Context: an optimization exercise on an open-source flow, tuned for small area and few clock cycles per item. The choices shown serve that exercise and are no tape-out recipe.
Function was checked by simulation only, so behaviour that the tests miss may differ from the original.
Power is estimated from default activity; no workload was simulated.

===== flow/design.v =====
module ppe_row_conv #(
   parameter int ADDR_W   = 4,
   parameter int PE_ADDR  = 5,
   parameter int WEIGHT_W = 8,
   parameter int FILTER_W = 5,
   parameter int IFMAP_W  = 25,
   localparam int PKT_W   = ADDR_W + 1 + IFMAP_W,
   localparam int WPP     = IFMAP_W / WEIGHT_W,
   localparam int WPKTS   = (FILTER_W + WPP - 1) / WPP,
   localparam int OFMAP_W = IFMAP_W - FILTER_W + 1,
   localparam int PSUM_W  = WEIGHT_W + $clog2(FILTER_W + 1),
   localparam int IDX_W   = $clog2(OFMAP_W)
) (
   input  logic              clk_i,
   input  logic              reset_i,
   input  logic              in_valid_i,
   output logic              in_ready_o,
   input  logic [PKT_W-1:0]  in_pkt_i,
   output logic              out_valid_o,
   input  logic              out_ready_i,
   output logic [PSUM_W-1:0] out_psum_o,
   output logic [IDX_W-1:0]  out_idx_o,
   output logic              out_last_o,
   output logic              err_nowt_o
);
   logic                half_q;             
   logic                fv_q;               
   logic                busy_q;             
   logic                err_q;
   logic [IDX_W-1:0]    idx_q;
   logic [WEIGHT_W-1:0] w_q [FILTER_W];
   logic [IFMAP_W-1:0]  row_q;
   logic                hit, acc, spk, wr, load, last, done;
   logic [PSUM_W-1:0]   psum;
   assign hit = in_pkt_i[PKT_W-1:IFMAP_W+1] == ADDR_W'(PE_ADDR);
   assign spk  = in_pkt_i[IFMAP_W];
   assign last = idx_q[4] & idx_q[2];
   assign done = last & out_ready_i;
   assign in_ready_o = ~reset_i & (~busy_q | done);
   assign acc  = in_valid_i & in_ready_o & hit;
   assign wr   = acc & ~spk;
   assign load = acc & spk & fv_q;
   always_ff @(posedge clk_i or posedge reset_i) begin
      if (reset_i) begin
         half_q <= 1'b0;
         fv_q   <= 1'b0;
         busy_q <= 1'b0;
         err_q  <= 1'b0;
      end else begin
         if (wr) begin
            fv_q   <= half_q;
            half_q <= ~half_q;
         end
         if (acc & spk & ~fv_q) err_q <= 1'b1;
         busy_q <= load | (busy_q & ~done);
      end
   end
   always_ff @(posedge clk_i) begin
      if (load) begin
         row_q <= in_pkt_i[IFMAP_W-1:0];
         idx_q <= '0;
      end else if (out_ready_i) begin
         row_q <= row_q >> 1;
         idx_q <= idx_q + IDX_W'(1);
      end
      for (int k = 0; k < FILTER_W; k++)
         if (wr && half_q == (k >= WPP)) w_q[k] <= in_pkt_i[WEIGHT_W*(k%WPP) +: WEIGHT_W];
   end
   logic [WEIGHT_W-1:0] pp [FILTER_W];
   always_comb for (int k = 0; k < FILTER_W; k++) pp[k] = w_q[k] & {WEIGHT_W{row_q[k]}};
   logic hs1, hc2, fs3, fc4, fs5, fc6, fs7, fc8, fs9, fc10, fs11, fc12, fs13, fc14, fs15, fc16, hs17, hc18, fs19, fc20, fs21, fc22, fs23, fc24, fs25, fc26, fs27, fc28, fs29, fc30, fs31, fc32, hs33, hc34, fs35, fc36, fs37, fc38, fs39, fc40, fs41, fc42, fs43, fc44, fs45, fc46, fs47, fc48, hs49, hc50, hs51, hc52, fs53, fc54, fs55, fc56, fs57, fc58, fs59, fc60, fs61, fc62, fs63, fc64, fs65, fc66, fs67, fc68, hs69, hc70;
   assign hs1 = pp[0][0] ^ pp[1][0];
   assign hc2 = pp[0][0] & pp[1][0];
   assign fs3 = pp[0][1] ^ pp[1][1] ^ pp[2][1];
   assign fc4 = (pp[0][1] & pp[1][1]) | (pp[0][1] & pp[2][1]) | (pp[1][1] & pp[2][1]);
   assign fs5 = pp[0][2] ^ pp[1][2] ^ pp[2][2];
   assign fc6 = (pp[0][2] & pp[1][2]) | (pp[0][2] & pp[2][2]) | (pp[1][2] & pp[2][2]);
   assign fs7 = pp[0][3] ^ pp[1][3] ^ pp[2][3];
   assign fc8 = (pp[0][3] & pp[1][3]) | (pp[0][3] & pp[2][3]) | (pp[1][3] & pp[2][3]);
   assign fs9 = pp[0][4] ^ pp[1][4] ^ pp[2][4];
   assign fc10 = (pp[0][4] & pp[1][4]) | (pp[0][4] & pp[2][4]) | (pp[1][4] & pp[2][4]);
   assign fs11 = pp[0][5] ^ pp[1][5] ^ pp[2][5];
   assign fc12 = (pp[0][5] & pp[1][5]) | (pp[0][5] & pp[2][5]) | (pp[1][5] & pp[2][5]);
   assign fs13 = pp[0][6] ^ pp[1][6] ^ pp[2][6];
   assign fc14 = (pp[0][6] & pp[1][6]) | (pp[0][6] & pp[2][6]) | (pp[1][6] & pp[2][6]);
   assign fs15 = pp[0][7] ^ pp[1][7] ^ pp[2][7];
   assign fc16 = (pp[0][7] & pp[1][7]) | (pp[0][7] & pp[2][7]) | (pp[1][7] & pp[2][7]);
   assign hs17 = pp[2][0] ^ pp[3][0];
   assign hc18 = pp[2][0] & pp[3][0];
   assign fs19 = pp[3][1] ^ pp[4][1] ^ fs3;
   assign fc20 = (pp[3][1] & pp[4][1]) | (pp[3][1] & fs3) | (pp[4][1] & fs3);
   assign fs21 = pp[3][2] ^ pp[4][2] ^ fs5;
   assign fc22 = (pp[3][2] & pp[4][2]) | (pp[3][2] & fs5) | (pp[4][2] & fs5);
   assign fs23 = pp[3][3] ^ pp[4][3] ^ fs7;
   assign fc24 = (pp[3][3] & pp[4][3]) | (pp[3][3] & fs7) | (pp[4][3] & fs7);
   assign fs25 = pp[3][4] ^ pp[4][4] ^ fs9;
   assign fc26 = (pp[3][4] & pp[4][4]) | (pp[3][4] & fs9) | (pp[4][4] & fs9);
   assign fs27 = pp[3][5] ^ pp[4][5] ^ fs11;
   assign fc28 = (pp[3][5] & pp[4][5]) | (pp[3][5] & fs11) | (pp[4][5] & fs11);
   assign fs29 = pp[3][6] ^ pp[4][6] ^ fs13;
   assign fc30 = (pp[3][6] & pp[4][6]) | (pp[3][6] & fs13) | (pp[4][6] & fs13);
   assign fs31 = pp[3][7] ^ pp[4][7] ^ fs15;
   assign fc32 = (pp[3][7] & pp[4][7]) | (pp[3][7] & fs15) | (pp[4][7] & fs15);
   assign hs33 = pp[4][0] ^ hs1;
   assign hc34 = pp[4][0] & hs1;
   assign fs35 = hc2 ^ fs19 ^ hc18;
   assign fc36 = (hc2 & fs19) | (hc2 & hc18) | (fs19 & hc18);
   assign fs37 = fc4 ^ fs21 ^ fc20;
   assign fc38 = (fc4 & fs21) | (fc4 & fc20) | (fs21 & fc20);
   assign fs39 = fc6 ^ fs23 ^ fc22;
   assign fc40 = (fc6 & fs23) | (fc6 & fc22) | (fs23 & fc22);
   assign fs41 = fc8 ^ fs25 ^ fc24;
   assign fc42 = (fc8 & fs25) | (fc8 & fc24) | (fs25 & fc24);
   assign fs43 = fc10 ^ fs27 ^ fc26;
   assign fc44 = (fc10 & fs27) | (fc10 & fc26) | (fs27 & fc26);
   assign fs45 = fc12 ^ fs29 ^ fc28;
   assign fc46 = (fc12 & fs29) | (fc12 & fc28) | (fs29 & fc28);
   assign fs47 = fc14 ^ fs31 ^ fc30;
   assign fc48 = (fc14 & fs31) | (fc14 & fc30) | (fs31 & fc30);
   assign hs49 = fc16 ^ fc32;
   assign hc50 = fc16 & fc32;
   assign hs51 = hs17 ^ hs33;
   assign hc52 = hs17 & hs33;
   assign fs53 = fs35 ^ hc34 ^ hc52;
   assign fc54 = (fs35 & hc34) | (fs35 & hc52) | (hc34 & hc52);
   assign fs55 = fs37 ^ fc36 ^ fc54;
   assign fc56 = (fs37 & fc36) | (fs37 & fc54) | (fc36 & fc54);
   assign fs57 = fs39 ^ fc38 ^ fc56;
   assign fc58 = (fs39 & fc38) | (fs39 & fc56) | (fc38 & fc56);
   assign fs59 = fs41 ^ fc40 ^ fc58;
   assign fc60 = (fs41 & fc40) | (fs41 & fc58) | (fc40 & fc58);
   assign fs61 = fs43 ^ fc42 ^ fc60;
   assign fc62 = (fs43 & fc42) | (fs43 & fc60) | (fc42 & fc60);
   assign fs63 = fs45 ^ fc44 ^ fc62;
   assign fc64 = (fs45 & fc44) | (fs45 & fc62) | (fc44 & fc62);
   assign fs65 = fs47 ^ fc46 ^ fc64;
   assign fc66 = (fs47 & fc46) | (fs47 & fc64) | (fc46 & fc64);
   assign fs67 = hs49 ^ fc48 ^ fc66;
   assign fc68 = (hs49 & fc48) | (hs49 & fc66) | (fc48 & fc66);
   assign hs69 = hc50 ^ fc68;
   assign hc70 = hc50 & fc68;
   assign psum = {hc70, hs69, fs67, fs65, fs63, fs61, fs59, fs57, fs55, fs53, hs51};
   assign out_valid_o = busy_q;
   assign out_psum_o  = psum;
   assign out_idx_o   = idx_q;
   assign out_last_o  = last;
   assign err_nowt_o  = err_q;
endmodule

===== flow/flow/run.sh =====
#!/bin/bash
# Own layout flow: the standard flow (standard.sh, unchanged synthesis) with
#  - every port still buffered, with the smallest buffer cell (buf_1),
#  - no CTS dummy loads,
#  - downsizing of non-critical gates after global routing (RECOVER_POWER).
# ORFS's output goes to standard.log here; its per-step logs stay under orfs/logs.
set -euo pipefail
export BUFFER_PORTS_ARGS="-buffer_cell sky130_fd_sc_hd__buf_1"
export CTS_ARGS="-sink_clustering_enable -repair_clock_nets -dont_use_dummy_load"
export RECOVER_POWER=100
bash standard.sh > standard.log 2>&1

===== flow/standard.sh =====
#!/bin/bash
# synth_recipe.tcl (not shown) runs the flow's synth.tcl, then flattens the netlist and writes it again
# the make line also repeats each setting of config.mk as NAME=value (left out here)
make -C /OpenROAD-flow-scripts/flow DESIGN_CONFIG=/design/flow/config.mk WORK_HOME=/design/flow/orfs CLKGATE_MAP_FILE= SYNTH_SCRIPT=/design/flow/synth_recipe.tcl "${@:-finish}"

===== flow/config.mk =====
export PLATFORM = sky130hd
export DESIGN_NAME = ppe_row_conv
export DESIGN_NICKNAME = ppe_row_conv
export VERILOG_FILES = /design/flow/design.v
export SDC_FILE = /design/flow/constraint.sdc
export NUM_CORES = 4
export LEC_CHECK = 0
export CAP_MARGIN = 20
export CORE_MARGIN = 2
export CORE_UTILIZATION = 40
export SETUP_SLACK_MARGIN = 0.2
export SLEW_MARGIN = 20

===== flow/constraint.sdc =====
create_clock -name core_clock -period 7.5 [get_ports {clk_i}]
set_input_delay 1.5000 -clock core_clock [delete_from_list [all_inputs] [get_ports {clk_i}]]
set_output_delay 1.5000 -clock core_clock [all_outputs]
set_load 0.01 [all_outputs]

==> flow_metrics.env, run 1 <==
export IMPL_cp_top_family="adder cells"
export IMPL_dpl_hpwl_um=4681
export IMPL_post_layout_instance_area_um2=4101
export IMPL_so_viols="max-capacitance violations, max-slew violations"
export IMPL_drt_wirelength_um=6276
export IMPL_syn_avg_cell_area_um2=14.75
export IMPL_share_of_layout_cells_above_drive_strength_1_pct=6.271
export IMPL_die_h_um=100.8
export IMPL_final_net_count=375
export IMPL_clock_sinks=74
export IMPL_globalRouteOverflowTotal=0
export IMPL_floorplan_die_area_um2=10160
export IMPL_postPlaceCellArea_um2=3979
export IMPL_synth_most_common_cell="sky130_fd_sc_hd__edfxtp_1"
export IMPL_highest_signal_layer="met4"
export IMPL_global_route_wire_length_before_repair_um=10040
export IMPL_detail_route_wirelength_met1_um=2893
export IMPL_grt_start_max_net_pins=31
export IMPL_timing_clock_skew_ns=0.01870
export IMPL_slew_limit_headroom_pct=-19.70
export IMPL_post_synth_inst_count=254
export IMPL_drt_pass1_iter_count=4
export IMPL_clk_pin_slew_worst_paths_ns=0.07
export IMPL_number_of_buffers_added_on_ports=53
export IMPL_areaGrowthSynthToFinish_pct=9.449
export IMPL_cts_htree_levels=3
export IMPL_drc=0
export IMPL_core_area_um2=9153
export IMPL_met3WireLength_um=314
export IMPL_clock_root_buffer="sky130_fd_sc_hd__clkbuf_8"
export IMPL_synth_compound_area_share_pct=0.7012
export IMPL_post_synth_instance_area_um2=3747
export IMPL_leakage_nw=1.576
export IMPL_timing_critical_path_fanout_max=2
export IMPL_filler_cell_count=845
export IMPL_synth_ff_latch_count=74
export IMPL_worst_slew_pin_slew_ns=1.795
export IMPL_number_of_antenna_violations_at_the_first_check_in_global_routing=0
export IMPL_fmax_ghz=0.1397
export IMPL_cp_data_arrival_time_ns=5.66
export IMPL_synth_yosys_warnings=3
export IMPL_hold_removal_path_class="reg -> reg"
export IMPL_post_drt_wl_per_cell_um=15.16
export IMPL_dpl_cell_count=404
export IMPL_finalWorstSetupSlack_ns=0.3414
export IMPL_worstSetupEndpointType="output port"
export IMPL_path_cells="and2_0 > fa_1 > inv_1 > fa_1 > inv_1 > fa_1 > inv_1 > fa_1 > inv_1 > fa_2 > fa_2 > fa_2 > fa_2 > fa_2 > fa_1 > fa_1 > ha_1 > clkbuf_1"
export IMPL_detailedRoute_firstIterationViolations=76
export IMPL_netlist_top_cell_by_area="sky130_fd_sc_hd__edfxtp_1"
export IMPL_multi_input_area_um2=1356
export IMPL_setup_violations=0
export IMPL_yosys_top_cells_count="65 x sky130_fd_sc_hd__edfxtp_1, 30 x sky130_fd_sc_hd__nand2_1, 29 x sky130_fd_sc_hd__fa_1, 29 x sky130_fd_sc_hd__inv_1, 24 x sky130_fd_sc_hd__mux2_1"
export IMPL_final_antenna_net_count=0
export IMPL_via_count_of_the_first_global_routing_pass=1971
export IMPL_synth_top_family_by_area="adder cells"
export IMPL_post_synthesis_share_of_cell_area_spent_on_xor_and_xnor_gates_pct=1.169
export IMPL_cellPowerDensity_nw_per_um2=214.7
export IMPL_met2_wirelength_um=2984
export IMPL_via_count=1947
export IMPL_final_hold_violation_count=0
export IMPL_clock_tree_buffer_depth=2
export IMPL_crit_path_max_incr_delay_ns=0.55
export IMPL_worst_ir_drop_vdd_mv=0.1492
export IMPL_rsz0062_at_grt="true"
export IMPL_dp_slack_ns=0.2229
export IMPL_power_total_w=0.0008806
export IMPL_worst_path_max_delay_cell="sky130_fd_sc_hd__fa_1"
export IMPL_multiplexer_share_of_the_synthesized_area_pct=7.780
export IMPL_outcome="failed layout checks"
export IMPL_synthAdderAreaFrac_pct=17.83
export IMPL_tritoncts="done"
export IMPL_fin_setup_tns_ns=0
export IMPL_synth_cell_types=29
export IMPL_post_layout_nonfiller_instances=414
export IMPL_route_detailed_vias_per_inst=4.703
export IMPL_ys_dominant_reg_cell="sky130_fd_sc_hd__edfxtp_1"
export IMPL_crit_type="reg -> out"
export IMPL_antennaDiodeCount=0
export IMPL_synth_simple_gate_area_share_pct=8.681
export IMPL_start_util_pct=40.94
export IMPL_insertion_delay_ns=0.33
export IMPL_floorplan_io_pins=54
export IMPL_timing_critical_path_required_ns=6.00
export IMPL_critPathMostFrequentCell="sky130_fd_sc_hd__fa_1"
export IMPL_synth_edf_count=65
export IMPL_final_period_utilization_pct=95.45
export IMPL_setup_worst_path_start_class="flop"
export IMPL_die_width_um=100.8
export IMPL_path_buf_inv=5
export IMPL_synth_top_cell_area_share_pct=52.09
export IMPL_numCtsBuffers=9
export IMPL_place_gp_congestion=0.7202
export IMPL_drv_cap=1
export IMPL_ff_latch_area_um2=2152
export IMPL_cts_hold_buffers=0
export IMPL_report_final_slew_viol_count=26
export IMPL_synth_nets=324
export IMPL_netlist_top_cells_area="sky130_fd_sc_hd__edfxtp_1 52%, sky130_fd_sc_hd__fa_1 15%, sky130_fd_sc_hd__mux2_1 7.2%, sky130_fd_sc_hd__nand2_1 3.0%, sky130_fd_sc_hd__inv_1 2.9%"
export IMPL_num_rows=35
export IMPL_grtUsageTotal_pct=13.46
export IMPL_synth_seq_area_share_pct=57.43
export IMPL_async_reset_ff_share_pct=5.405
export IMPL_final_period_minus_worst_setup_slack_ns=7.159
[final cells by class]
type	count	area share [%]
flip-flops and latches	74	52.47
clock buffers	9	3.020
well taps	111	3.386
multi-input cells	134	33.07
repair buffers	57	5.400
inverters	29	2.654
[cell families after synthesis]
kind of cell    after synthesis
flops                        74
simple gates                 64
compound gates                3
mux                          26
fa+ha+maj                    36
xor+xnor                      5
buf+inv                      46
[stage by stage]
step                util, %  hold slack (ns)
floorplan                 -           0.4707
global placement      43.47           0.4547
detailed placement    43.47           0.4583
CTS                   45.03           0.4798
global route          44.81           0.5027
finish                44.81           0.4732
[layout by cell type (no fill, tap or decap)]
cell type / instances
sky130_fd_sc_hd__edfxtp_1: 65
sky130_fd_sc_hd__nor2b_2: 1
sky130_fd_sc_hd__xnor2_1: 1
sky130_fd_sc_hd__fa_1: 24
sky130_fd_sc_hd__or2_0: 1
sky130_fd_sc_hd__nand2_1: 30
sky130_fd_sc_hd__xor2_1: 4
sky130_fd_sc_hd__nor2_1: 6
sky130_fd_sc_hd__and2_0: 2
sky130_fd_sc_hd__and2_1: 14
sky130_fd_sc_hd__o31ai_1: 1
sky130_fd_sc_hd__mux2_1: 24
sky130_fd_sc_hd__mux2i_1: 1
sky130_fd_sc_hd__dfxtp_1: 5
sky130_fd_sc_hd__nand3_1: 1
sky130_fd_sc_hd__and3_1: 4
sky130_fd_sc_hd__fa_2: 5
sky130_fd_sc_hd__nand3_2: 1
sky130_fd_sc_hd__a21oi_1: 1
sky130_fd_sc_hd__clkbuf_1: 4
sky130_fd_sc_hd__inv_1: 29
sky130_fd_sc_hd__mux2_2: 1
sky130_fd_sc_hd__clkbuf_8: 9
sky130_fd_sc_hd__nor3b_1: 2
sky130_fd_sc_hd__buf_4: 2
sky130_fd_sc_hd__ha_1: 7
sky130_fd_sc_hd__nand4_1: 2
sky130_fd_sc_hd__dfrtp_1: 4
sky130_fd_sc_hd__a41o_1: 1
sky130_fd_sc_hd__buf_1: 51
[registers in the layout (all words and copies together) (netlist names)]
signal	count
half_q	1
row_q	25
idx_q	5
w_q	40
busy_q	1
fv_q	1
err_q	1
[path summary, 6_finish.rpt]
path,from,to,slack [ns],cells past startpoint
setup / recovery,row_q[0],out_psum_o[9],0.34,18
max in group asynchronous,reset_i,half_q,6.28,2
hold reg to reg,err_q,err_q,0.47,1
hold / removal,err_q,err_q,0.47,1
min in group asynchronous,reset_i,busy_q,1.05,2
setup reg to reg,idx_q[2],row_q[20],3.64,4
[power breakdown]
part           switching, W  internal [W]
Combinational     0.0000889     0.0000646
Clock              0.000119      0.000107
Sequential        0.0000247      0.000476
Total              0.000233      0.000648
[repair_timing]
item                                    CTS  global route
buffers inserted                          1             0
endpoints found under the setup margin    3             2
gates resized for setup                   5             2
[worst register-to-register path, cell delays in order (launching register included)]
cell and delay [ns]:
sky130_fd_sc_hd__dfxtp_1 0.44, sky130_fd_sc_hd__nand3_2 0.11, sky130_fd_sc_hd__a21oi_1 0.32, sky130_fd_sc_hd__and3_1 1.14, sky130_fd_sc_hd__or2_0 1.42
[metal layers]
metal  vias to the layer above  track usage (%)
li1                        937                -
met1                       947            18.22
met2                        55            20.92
met3                         8            2.566
met4                         0            6.533
met5                         -                0
Testbench counts, summed over its fixed seeds: cycles 8,120, rows 384.
==> run 2, diff against run 1 <==
==> flow/flow/run.sh (replaced) <==
#!/bin/bash
# Own layout flow: the standard flow (standard.sh, unchanged synthesis) with
#  - every port still buffered, with the smallest buffer cell (buf_1),
#  - no CTS dummy loads.
# ORFS's output goes to standard.log here; its per-step logs stay under orfs/logs.
set -euo pipefail
export BUFFER_PORTS_ARGS="-buffer_cell sky130_fd_sc_hd__buf_1"
export CTS_ARGS="-sink_clustering_enable -repair_clock_nets -dont_use_dummy_load"
bash standard.sh > standard.log 2>&1
==> run 2 against run 1 <==
Against the previous run:
- the run now finishes clean
- power is essentially flat
- worst setup slack better by 0.043 ns
- cell count is the same
- synthesized area is the same
- clock skew down 0.00069 ns
- design area rose by 0.61%
- largest power group unchanged
- first-iteration DRC count is 5.3% higher
- critical endpoint unchanged
- non-clock buffer count is the same
- maximum frequency grew 0.60%
==> flow_metrics.env, run 2 <==
export IMPL_final_net_count=375
export IMPL_biggestRegsByFlops="w_q: 40 flops, row_q: 25 flops, idx_q: 5 flops"
export IMPL_filler_cell_count=838
export IMPL_grt_busiest_layer="met2"
export IMPL_most_common_layout_cells="65 x sky130_fd_sc_hd__edfxtp_1, 52 x sky130_fd_sc_hd__buf_1, 30 x sky130_fd_sc_hd__nand2_1"
export IMPL_crit_path_max_incr_delay_ns=0.54
export IMPL_final_hold_violation_count=0
export IMPL_fin_setup_tns_ns=0
export IMPL_ff_latch_area_um2=2152
export IMPL_critPathMostFrequentCell="sky130_fd_sc_hd__fa_1"
export IMPL_floorplan_io_pins=54
export IMPL_fmax_ghz=0.1405
export IMPL_via_count_of_the_first_global_routing_pass=1971
export IMPL_synth_cell_types=29
export IMPL_worstSetupEndpointType="output port"
export IMPL_cts_hold_buffers=0
export IMPL_post_synth_inst_count=254
export IMPL_outcome="no timing/DRC/antenna violations"
export IMPL_cellPowerDensity_nw_per_um2=213.6
export IMPL_floorplan_die_area_um2=10160
export IMPL_report_final_slew_viol_count=0
export IMPL_use_met3_pct=2.566
export IMPL_leakage_nw=1.593
export IMPL_path_cells="and2_4 > fa_1 > inv_1 > fa_1 > inv_1 > fa_1 > inv_1 > fa_1 > inv_1 > fa_2 > fa_2 > fa_2 > fa_2 > fa_2 > fa_1 > fa_1 > ha_1 > buf_2"
export IMPL_largest_register_ffs=40
export IMPL_netlist_top_cell_by_area="sky130_fd_sc_hd__edfxtp_1"
export IMPL_clk_pin_slew_worst_paths_ns=0.07
export IMPL_final_common_cell="sky130_fd_sc_hd__edfxtp_1"
export IMPL_synth_yosys_warnings=3
export IMPL_insertion_delay_ns=0.33
export IMPL_via_count=1948
export IMPL_slew_limit_headroom_pct=43.71
export IMPL_cp_top_family="adder cells"
export IMPL_rsz0062_at_grt="true"
export IMPL_detailedRoute_firstIterationViolations=80
export IMPL_areaGrowthSynthToFinish_pct=10.12
export IMPL_syn_avg_cell_area_um2=14.75
export IMPL_globalRouteOverflowTotal=0
export IMPL_registers_top_by_ff_count="w_q"
export IMPL_worst_path_max_delay_cell="sky130_fd_sc_hd__fa_1"
export IMPL_tritoncts="done"
export IMPL_groute_layer_met1_usage_pct=18.22
export IMPL_share_of_layout_cells_above_drive_strength_1_pct=8.911
export IMPL_clock_tree_buffer_depth=2
export IMPL_drv_cap=0
export IMPL_synth_seq_area_share_pct=57.43
export IMPL_route_detailed_vias_per_inst=4.705
export IMPL_post_layout_instance_area_um2=4126
export IMPL_async_reset_ff_share_pct=5.405
export IMPL_cp_data_arrival_time_ns=5.62
export IMPL_die_width_um=100.8
export IMPL_drt_wirelength_um=6260
export IMPL_drt_pass1_iter_count=4
export IMPL_ys_dominant_reg_cell="sky130_fd_sc_hd__edfxtp_1"
export IMPL_final_antenna_net_count=0
export IMPL_synth_edf_count=65
export IMPL_timing_clock_skew_ns=0.01802
export IMPL_crit_type="reg -> out"
export IMPL_multi_input_area_um2=1373
export IMPL_cts_htree_levels=3
export IMPL_netlist_top_cells_area="sky130_fd_sc_hd__edfxtp_1 52%, sky130_fd_sc_hd__fa_1 15%, sky130_fd_sc_hd__mux2_1 7.2%, sky130_fd_sc_hd__nand2_1 3.0%, sky130_fd_sc_hd__inv_1 2.9%"
export IMPL_numCtsBuffers=9
export IMPL_synth_most_common_cell="sky130_fd_sc_hd__edfxtp_1"
export IMPL_global_route_wire_length_before_repair_um=10040
export IMPL_clock_root_buffer="sky130_fd_sc_hd__clkbuf_8"
export IMPL_num_rows=35
export IMPL_worst_ir_drop_vdd_mv=0.1492
export IMPL_timing_critical_path_required_ns=6.00
export IMPL_final_period_minus_worst_setup_slack_ns=7.116
export IMPL_place_gp_congestion=0.7202
export IMPL_synth_nets=324
export IMPL_synth_ff_latch_count=74
export IMPL_hold_removal_path_class="reg -> reg"
export IMPL_timing_critical_path_fanout_max=2
export IMPL_antennaDiodeCount=0
export IMPL_number_of_antenna_violations_at_the_first_check_in_global_routing=0
export IMPL_number_of_buffers_added_on_ports=53
export IMPL_dpl_hpwl_um=4681
export IMPL_drc=0
export IMPL_post_drt_wl_per_cell_um=15.12
export IMPL_yosys_top_cells_count="65 x sky130_fd_sc_hd__edfxtp_1, 30 x sky130_fd_sc_hd__nand2_1, 29 x sky130_fd_sc_hd__fa_1, 29 x sky130_fd_sc_hd__inv_1, 24 x sky130_fd_sc_hd__mux2_1"
export IMPL_synth_top_cell_area_share_pct=52.09
export IMPL_core_area_um2=9153
export IMPL_dp_slack_ns=0.2229
export IMPL_setup_worst_path_start_class="flop"
export IMPL_worst_slew_pin_slew_ns=0.8444
export IMPL_die_h_um=100.8
export IMPL_postPlaceCellArea_um2=3979
export IMPL_final_period_utilization_pct=94.87
export IMPL_start_util_pct=40.94
export IMPL_finalWorstSetupSlack_ns=0.3844
export IMPL_setup_violations=0
export IMPL_clock_sinks=74
export IMPL_post_synth_instance_area_um2=3747
export IMPL_grt_met2_use_pct=20.92
export IMPL_path_buf_inv=5
export IMPL_grt_start_max_net_pins=31
export IMPL_grtUsageTotal_pct=13.46
-- run 2: cell counts after synthesis --
No cell type changed its count.
-- run 2: cell families (layout without fill, tap and decap cells) --
| kind of cell | count (synthesis) | count (layout) | synth area share, % |
|---|---|---|---|
| fa+ha+maj | 36 | 36 | 17.83 |
| mux | 26 | 26 | 7.780 |
| simple gates | 64 | 64 | 8.681 |
| compound gates | 3 | 3 | 0.7013 |
| buf+inv | 46 | 95 | 6.411 |
| xor+xnor | 5 | 5 | 1.169 |
| flops | 74 | 74 | 57.43 |
-- run 2: path summary, 6_finish.rpt --
kind	from	endpoint	slack, ns	cells after the start
max in group asynchronous	reset_i	half_q	6.27	2
hold / removal	err_q	err_q	0.47	1
hold reg to reg	err_q	err_q	0.47	1
setup reg to reg	idx_q[2]	row_q[21]	5.22	4
setup / recovery	row_q[0]	out_psum_o[9]	0.38	18
min in group asynchronous	reset_i	busy_q	1.06	2
-- run 2: area by class of cell --
class	instances	area share, %
clock buffer	9	3.002
inverter	29	2.638
multi-input combinational	134	33.26
sequential	74	52.15
tap	111	3.366
timing repair buffer	57	5.579
-- run 2: what timing repair did --
action | CTS | global route
gates resized for setup | 5 | 2
pin swaps | 0 | 0
endpoints found under the setup margin | 3 | 2
buffers inserted | 1 | 0
-- run 2: metrics by stage --
stage,hold WS [ns],std cells,utilization [%],total power [W]
after floorplan,0.4707,254,-,0.0006322
after global placement,0.4547,404,43.47,0.0006602
after detailed placement,0.4583,404,43.47,0.0006657
after CTS,0.4798,414,45.03,0.0008945
after global routing,0.5027,414,45.09,0.0009350
final,0.4726,414,45.09,0.0008812
-- run 2: power by group --
group / leakage [nW] / switching [W] / internal (W) / total, W
Clock: 0.0647 / 0.000119 / 0.000107 / 0.000226
Combinational: 0.828 / 0.0000893 / 0.0000654 / 0.000155
Sequential: 0.701 / 0.0000246 / 0.000476 / 0.000500
-- run 2: per-layer routing --
layer / wire length [µm] / share of wire [%]
met2: 3006 / 48
met5: 0 / 0
met1: 2872 / 46
met4: 74 / 1.2
met3: 306 / 4.9
==> run 3, diff against run 2 <==
==> flow/flow/run.sh (replaced) <==
#!/bin/bash
# Own layout flow: the standard flow (standard.sh, unchanged synthesis) with
#  - every port still buffered, with the smallest buffer cell (buf_1),
#  - no CTS dummy loads, clock tree of clkbuf_4 cells.
# ORFS's output goes to standard.log here; its per-step logs stay under orfs/logs.
set -euo pipefail
export BUFFER_PORTS_ARGS="-buffer_cell sky130_fd_sc_hd__buf_1"
export CTS_ARGS="-sink_clustering_enable -repair_clock_nets -dont_use_dummy_load -buf_list sky130_fd_sc_hd__clkbuf_4"
bash standard.sh > standard.log 2>&1
==> run 3 against run 2 <==
Against the previous run:
- worst setup slack got worse by 0.026 ns
- clock skew is 0.012 ns higher
- combinational power is essentially flat
- power decreased by 6.1%
- sequential share of layout area up 0.69 points
- synthesized area unchanged
- clock power decreased by 24%
- cell count did not move
- first-iteration DRC count decreased by 2.5%
- critical path depth unchanged
- global-route usage is 0.089 points higher
- largest cell class unchanged
- largest power group unchanged
==> flow_metrics.env, run 3 <==
export IMPL_outcome="no timing/DRC/antenna violations"
export IMPL_highest_signal_layer="met4"
export IMPL_route_detailed_vias_per_inst=4.691
export IMPL_floorplan_die_area_um2=10160
export IMPL_worst_ir_drop_vdd_mv=0.1521
export IMPL_post_synth_instance_area_um2=3747
export IMPL_synth_nets=324
export IMPL_internal_power_w=0.0005968
export IMPL_global_route_wire_length_before_repair_um=10060
export IMPL_netSwitchingPower_w=0.0002304
export IMPL_synth_most_common_cell="sky130_fd_sc_hd__edfxtp_1"
export IMPL_antennaDiodeCount=0
export IMPL_worst_path_max_delay_cell="sky130_fd_sc_hd__fa_1"
export IMPL_registers_top_by_ff_count="w_q"
export IMPL_via_count=1942
export IMPL_drt_wirelength_um=6300
export IMPL_via_count_of_the_first_global_routing_pass=1967
export IMPL_place_gp_congestion=0.7202
export IMPL_ys_dominant_reg_cell="sky130_fd_sc_hd__edfxtp_1"
export IMPL_multiplexer_share_of_the_synthesized_area_pct=7.780
export IMPL_post_synth_inst_count=254
export IMPL_die_h_um=100.8
export IMPL_yosys_top_cells_count="65 x sky130_fd_sc_hd__edfxtp_1, 30 x sky130_fd_sc_hd__nand2_1, 29 x sky130_fd_sc_hd__fa_1, 29 x sky130_fd_sc_hd__inv_1, 24 x sky130_fd_sc_hd__mux2_1"
export IMPL_crit_type="reg -> out"
export IMPL_final_period_utilization_pct=95.22
export IMPL_report_final_slew_viol_count=0
export IMPL_final_period_minus_worst_setup_slack_ns=7.142
export IMPL_path_cells="and2_1 > fa_1 > inv_1 > fa_1 > inv_1 > fa_1 > inv_2 > fa_1 > inv_1 > fa_2 > fa_2 > fa_2 > fa_2 > fa_2 > fa_2 > fa_1 > ha_1 > buf_2"
export IMPL_clock_power_share_pct=20.8
export IMPL_critPathMostFrequentCell="sky130_fd_sc_hd__fa_2"
export IMPL_core_area_um2=9153
export IMPL_netlist_top_cell_by_area="sky130_fd_sc_hd__edfxtp_1"
export IMPL_biggestRegsByFlops="w_q: 40 flops, row_q: 25 flops, idx_q: 5 flops"
export IMPL_cts_htree_levels=3
export IMPL_grt_start_max_net_pins=31
export IMPL_final_antenna_net_count=0
export IMPL_async_reset_ff_share_pct=5.405
export IMPL_post_drt_wl_per_cell_um=15.22
export IMPL_cellPowerDensity_nw_per_um2=203.1
export IMPL_synth_seq_area_share_pct=57.43
export IMPL_clock_sinks=74
export IMPL_dpl_hpwl_um=4681
export IMPL_synth_edf_count=65
export IMPL_final_net_count=375
export IMPL_insertion_delay_ns=0.40
export IMPL_clk_pin_slew_worst_paths_ns=0.11
export IMPL_synth_compound_area_share_pct=0.7012
export IMPL_power_sequential_fraction_pct=60.4
export IMPL_met3WireLength_um=317
export IMPL_start_util_pct=40.94
export IMPL_detailedRoute_firstIterationViolations=78
export IMPL_power_frac_comb_pct=18.8
export IMPL_timing_critical_path_fanout_max=2
export IMPL_timing_clock_skew_ns=0.03032
export IMPL_synthAdderAreaFrac_pct=17.83
export IMPL_floorplan_io_pins=54
export IMPL_synth_yosys_warnings=3
export IMPL_post_layout_instance_area_um2=4073
export IMPL_worstSetupEndpointType="output port"
export IMPL_globalRouteOverflowTotal=0
export IMPL_fin_setup_tns_ns=0
export IMPL_tritoncts="done"
export IMPL_synth_cell_types=29
export IMPL_slew_limit_headroom_pct=43.28
export IMPL_largest_register_ffs=40
export IMPL_drv_cap=0
export IMPL_worst_slew_pin_slew_ns=0.8509
export IMPL_final_common_cell="sky130_fd_sc_hd__edfxtp_1"
export IMPL_clock_tree_buffer_depth=2
export IMPL_numCtsBuffers=9
export IMPL_hold_removal_path_class="reg -> reg"
export IMPL_number_of_buffers_added_on_ports=53
export IMPL_drt_pass1_iter_count=4
export IMPL_leakage_nw=1.567
export IMPL_whs_path_depth=1
export IMPL_synth_top_family_by_area="adder cells"
export IMPL_most_common_layout_cells="65 x sky130_fd_sc_hd__edfxtp_1, 52 x sky130_fd_sc_hd__buf_1, 30 x sky130_fd_sc_hd__nand2_1"
export IMPL_share_of_layout_cells_above_drive_strength_1_pct=9.571
export IMPL_postPlaceCellArea_um2=3979
export IMPL_setup_violations=0
export IMPL_met2_wirelength_um=3006
export IMPL_cts_hold_buffers=0
export IMPL_syn_avg_cell_area_um2=14.75
export IMPL_netlist_top_cells_area="sky130_fd_sc_hd__edfxtp_1 52%, sky130_fd_sc_hd__fa_1 15%, sky130_fd_sc_hd__mux2_1 7.2%, sky130_fd_sc_hd__nand2_1 3.0%, sky130_fd_sc_hd__inv_1 2.9%"
export IMPL_post_synthesis_share_of_cell_area_spent_on_xor_and_xnor_gates_pct=1.169
export IMPL_clock_root_buffer="sky130_fd_sc_hd__clkbuf_4"
export IMPL_synth_top_cell_area_share_pct=52.09
export IMPL_synth_simple_gate_area_share_pct=8.681
export IMPL_timing_critical_path_required_ns=6.00
export IMPL_crit_path_max_incr_delay_ns=0.51
export IMPL_grtUsageTotal_pct=13.55
export IMPL_synth_ff_latch_count=74
export IMPL_number_of_antenna_violations_at_the_first_check_in_global_routing=0
export IMPL_drc=0
export IMPL_worstRegToRegCells=4
export IMPL_die_width_um=100.8
export IMPL_cp_data_arrival_time_ns=5.64
export IMPL_detail_route_wirelength_met1_um=2868
export IMPL_final_hold_violation_count=0
export IMPL_fmax_ghz=0.1400
export IMPL_num_rows=35
export IMPL_areaGrowthSynthToFinish_pct=8.681
export IMPL_rsz0062_at_grt="true"
export IMPL_switching_share_pct=27.85
export IMPL_setup_worst_path_start_class="flop"
run 3: cell counts after synthesis:
Identical to the previous run, type by type.
run 3: worst paths after layout:
| path | endpoint | from | slack [ns] |
|---|---|---|---|
| max in group asynchronous | half_q | reset_i | 6.34 |
| max | out_psum_o[9] | row_q[1] | 0.36 |
| min | err_q | err_q | 0.48 |
| min reg2reg | err_q | err_q | 0.48 |
| min in group asynchronous | busy_q | reset_i | 0.98 |
| max reg2reg | row_q[21] | idx_q[2] | 5.20 |
run 3: cell families (layout without fill, tap and decap cells):
family	Yosys count	in the layout
buf+inv	46	95
mux	26	26
fa+ha+maj	36	36
xor+xnor	5	5
compound gates	3	3
flops	74	74
simple gates	64	64
run 3: power by group through the flow:
stage | clock network, W | logic, W | registers [W]
after CTS | 0.000178 | 0.000160 | 0.000500
after global routing | 0.000193 | 0.000182 | 0.000504
after global placement | 0 | 0.000152 | 0.000508
after detailed placement | 0 | 0.000157 | 0.000509
after floorplan | 0 | 0.000121 | 0.000511
final | 0.000172 | 0.000155 | 0.000500
run 3: worst max-delay path: cells and delay by family (launching register included):
family / cells / cell delay, ns
AND/OR/NAND/NOR: 1 / 0.17
flip-flops: 1 / 0.39
adder cells (fa/ha/maj): 12 / 4.33
buffers and inverters: 5 / 0.36
run 3: timing repair:
item                                    CTS  global route
endpoints found under the setup margin    3             2
pin swaps                                 0             0
buffers inserted                          1             0
resized for setup                         6             3
run 3: final cells by class:
class	count	area (µm²)
Clock buffer	9	67.56
Sequential cell	74	2152
Fill cell	854	5080
Timing Repair Buffer	57	230.2
Multi-Input combinational cell	134	1375
Tap cell	111	138.9
Inverter	29	108.9
run 3: routing by layer:
layer / track usage [%] / up-vias
li1: - / 941
met1: 18.27 / 941
met2: 20.87 / 51
met3: 2.774 / 9
met4: 6.849 / 0
met5: 0 / -
run 3: through the flow:
| step | utilization [%] | hold WS [ns] | setup slack [ns] | total power [W] | cells |
|---|---|---|---|---|---|
| 4_1_cts | 44.44 | 0.4884 | 0.2220 | 0.0008380 | 414 |
| 3_3_place_gp | 43.47 | 0.4547 | 0.3297 | 0.0006602 | 404 |
| 6_report | 44.50 | 0.4818 | 0.3583 | 0.0008271 | 414 |
| 2_1_floorplan | - | 0.4707 | 0.5540 | 0.0006322 | 254 |
| 5_1_grt | 44.50 | 0.5146 | 0.1396 | 0.0008790 | 414 |
| 3_5_place_dp | 43.47 | 0.4583 | 0.2229 | 0.0006657 | 404 |

==> port drivers added, routing unchanged <==
How much do the figures lean on ideal ports? The routed layouts below were timed once more, with nothing changed but the port constraints.
Step 1 (the two cells are an assumption about what drives the block):
set clk [get_ports {clk_i}]
set_driving_cell -lib_cell sky130_fd_sc_hd__clkbuf_16 $clk
set_driving_cell -lib_cell sky130_fd_sc_hd__buf_2 [delete_from_list [all_inputs] $clk]
Step 2 adds t to the input delays and takes it off the output delays; t is the mean of the earliest and latest rising clock arrival at the registers after step 1. Input paths then give back, and output paths get back, about the clock's delay inside the block.
a / b / c = ideal / step 1 / step 2; a / b = the first two.
run | t (ns) | slack for setup (ns) | worst setup path at the end | latest minus earliest clock arrival (ns) | worst register clock-pin slew, ns
run 1 | 0.352 | 0.341 / 0.312 / 0.664 | register to output | 0.019 / 0.019 | 0.07 / 0.07
run 2 | 0.351 | 0.384 / 0.355 / 0.706 | register to output | 0.019 / 0.018 | 0.07 / 0.07
run 3 | 0.417 | 0.358 / 0.330 / 0.748 | register to output | 0.031 / 0.031 | 0.11 / 0.11
